Background: an optimization exercise with open tools, aiming at small area and a short achievable clock period. Do not read the settings as production practice.
RTL that was checked went through simulation tests only; none was proved equivalent to the original.
Power figures rest on the tool's default switching activity, not on a simulated workload.

==> module normal_reorder_buffer, before the edit <==
module normal_reorder_buffer #(
  parameter int WIDTH    = 16,
  parameter int Q_BITS   = 8,
  parameter int TAG_BITS = 5
) (
  input  logic                  clk,
  input  logic                  reset,
  input  logic                  alloc_req,
  output logic                  alloc_gnt,
  output logic [TAG_BITS-1:0]   alloc_tag,
  input  logic                  wr_valid,
  input  logic [TAG_BITS-1:0]   wr_tag,
  input  logic [3*WIDTH-1:0]    wr_data,    
  output logic                  out_valid,
  input  logic                  out_ready,
  output logic [3*WIDTH-1:0]    out_data,   
  output logic [TAG_BITS-1:0]   out_tag,
  output logic [TAG_BITS:0]     count,
  output logic                  full,
  output logic                  err
);
  localparam int DEPTH = 1 << TAG_BITS;
  localparam int CW    = TAG_BITS + 1;
  localparam int DW    = 3 * WIDTH;
  logic [TAG_BITS-1:0] head_q, tail_q;
  logic [DEPTH-1:0]    sel1_q;          
  logic                nd_q;            
  logic [CW-1:0]       cnt_q;
  logic [DEPTH-1:0]    done_q;
  logic [DEPTH-1:0]    pend_q;          
  logic                err_q;
  logic [DW-1:0]       mem [DEPTH];
  logic                ov_q;
  logic [DW-1:0]       od_q;
  logic [TAG_BITS-1:0] ot_q;
  logic [TAG_BITS-1:0] head_p1;
  logic                wr_ok, gnt, retire;
  logic [DEPTH-1:0]    head_oh, hp1, wr_dec, tail_dec, done_n, sel1_n;
  logic                nxt_done, pw0, pw1, pw, hold, valid_n;
  logic [DW-1:0]       rd1, data_n;
  assign wr_ok    = wr_valid & pend_q[wr_tag];
  assign gnt      = alloc_req & ~cnt_q[CW-1] & ~reset;
  assign retire   = ov_q & out_ready;
  assign head_p1  = head_q + 1'b1;
  always_comb begin
    for (int i = 0; i < DEPTH; i++) begin
      hp1[i]     = (head_p1 == TAG_BITS'(i));
      head_oh[i] = (head_q == TAG_BITS'(i));
      wr_dec[i]  = (wr_tag == TAG_BITS'(i));
      tail_dec[i] = (tail_q == TAG_BITS'(i));
    end
  end
  assign nxt_done = nd_q;
  always_comb begin
    rd1 = '0;
    for (int i = 0; i < DEPTH; i++)
      rd1 = rd1 | ({DW{sel1_q[i]}} & mem[i]);
  end
  assign pw0 = wr_ok & (wr_tag == head_q);
  assign pw1 = wr_ok & (wr_tag == head_p1);
  assign hold    = ov_q & ~out_ready;
  assign pw      = retire ? pw1 : pw0;
  assign valid_n = retire ? (nxt_done | pw1) : (ov_q | pw0);
  assign data_n  = ({DW{retire}} & rd1) | ({DW{hold}} & od_q) | ({DW{pw}} & wr_data);
  assign alloc_gnt = gnt;
  assign alloc_tag = tail_q;
  assign out_valid = ov_q;
  assign out_data  = od_q;
  assign out_tag   = ot_q;
  assign count     = cnt_q;
  assign full      = cnt_q[CW-1];
  assign err       = err_q;
  always_ff @(posedge clk or posedge reset) begin
    if (reset) begin
      head_q <= '0;
      tail_q <= '0;
      cnt_q  <= '0;
      err_q  <= 1'b0;
      ov_q   <= 1'b0;
      od_q   <= '0;
      ot_q   <= '0;
    end else begin
      if (gnt) tail_q <= tail_q + 1'b1;
      if (retire) head_q <= head_p1;
      cnt_q <= cnt_q + CW'(gnt) - CW'(retire);
      err_q <= wr_valid & ~wr_ok;
      ov_q  <= valid_n;
      od_q  <= data_n;
      ot_q  <= valid_n ? (retire ? head_p1 : head_q) : '0;
    end
  end
  always_comb begin
    for (int i = 0; i < DEPTH; i++) begin
      done_n[i] = pend_q[i] ? (wr_valid & wr_dec[i]) : (done_q[i] & ~(retire & head_oh[i]));
      sel1_n[i] = done_n[i] & (retire ? hp1[(i + DEPTH - 1) % DEPTH] : hp1[i]);
    end
  end
  always_ff @(posedge clk or posedge reset) begin
    if (reset) begin
      done_q <= '0;
      pend_q <= '0;
      sel1_q <= '0;
      nd_q   <= 1'b0;
    end else begin
      done_q <= done_n;
      sel1_q <= sel1_n;
      nd_q   <= |sel1_n;
      for (int i = 0; i < DEPTH; i++) begin
        if (pend_q[i]) begin
          if (wr_valid && wr_dec[i]) pend_q[i] <= 1'b0;
        end else if (!done_q[i]) begin
          if (gnt && tail_dec[i]) pend_q[i] <= 1'b1;
        end
      end
    end
  end
  always_ff @(posedge clk) begin
    for (int i = 0; i < DEPTH; i++)
      if (wr_valid && wr_dec[i] && !done_q[i]) mem[i] <= wr_data;
  end
endmodule
Settings: LEC_CHECK=0, CAP_MARGIN=20, CORE_MARGIN=2, CORE_UTILIZATION=55, CTS_CLUSTER_DIAMETER=70, CTS_CLUSTER_SIZE=24, SETUP_SLACK_MARGIN=2.4, SLEW_MARGIN=20; clock period 4.5 ns.
run.sh (not shown) runs the stock make flow with config.mk's settings and CLKGATE_MAP_FILE= SYNTH_SCRIPT=/design/flow/synth_recipe.tcl, a recipe that flattens the netlist after the stock synthesis.
Rerun with:
--- a/flow/design.v
+++ b/flow/design.v
@@ -23,9 +23,8 @@
   localparam int CW    = TAG_BITS + 1;
   localparam int DW    = 3 * WIDTH;
   logic [TAG_BITS-1:0] head_q, tail_q;
   logic [DEPTH-1:0]    sel1_q;          
-  logic                nd_q;            
   logic [CW-1:0]       cnt_q;
   logic [DEPTH-1:0]    done_q;
   logic [DEPTH-1:0]    pend_q;          
   logic                err_q;
@@ -49,9 +48,9 @@
       wr_dec[i]  = (wr_tag == TAG_BITS'(i));
       tail_dec[i] = (tail_q == TAG_BITS'(i));
     end
   end
-  assign nxt_done = nd_q;
+  assign nxt_done = |sel1_q;
   always_comb begin
     rd1 = '0;
     for (int i = 0; i < DEPTH; i++)
       rd1 = rd1 | ({DW{sel1_q[i]}} & mem[i]);
@@ -99,13 +98,11 @@
     if (reset) begin
       done_q <= '0;
       pend_q <= '0;
       sel1_q <= '0;
-      nd_q   <= 1'b0;
     end else begin
       done_q <= done_n;
       sel1_q <= sel1_n;
-      nd_q   <= |sel1_n;
       for (int i = 0; i < DEPTH; i++) begin
         if (pend_q[i]) begin
           if (wr_valid && wr_dec[i]) pend_q[i] <= 1'b0;
         end else if (!done_q[i]) begin
The new run finished with timing, DRC and antenna clean.
Maximum frequency rose by 4.2%.
Worst hold slack improves by 0.070 ns.
Area after synthesis came out lower by about 1.3%.
Routed wire length decreases by about 0.75%.
Design area goes down by 0.57%.
Setup slack gains 0.11 ns.
Clock-buffer cell count climbs by 5.
Via count fell by about 0.8%.
Utilization rises by 0.60 points.
Die area decreases by 1.3%.
Global-route usage increases by 0.51 points.
Total power decreases by 7.7%.
First-iteration DRC count falls by 4.0%.
Final cell count is unchanged.
No functional check of the RTL was part of the first run of this note.

-- re-timing with driven ports --
How much do the figures lean on ideal ports? The routed layouts below were timed once more, with nothing changed but the port constraints.
Step 1 assumes that a clkbuf_16 drives the clock port and a buf_2 every other input.
Step 2 times the ports against the registers' clock, not the clock port: input delays grow and output delays shrink by t, the midpoint of the rising clock arrivals with the driver on.
a / b / c = ideal / step 1 / step 2; a / b = the first two.
| run | t, ns | slack for setup (ns) | worst slew at a driven data input, ns | pins driven straight from the clock port |
|---|---|---|---|---|
| the first run | 0.811 | 1.776 / 1.776 / 1.041 | 0.16 | 1 |
| the second run | 0.801 | 1.887 / 1.843 / 1.263 | 0.09 | 1 |
After both steps every run listed still meets setup and hold. For the first run, which loses most, drivers alone change the setup slack by 0.000 ns; drivers and shift together by -0.735 ns.
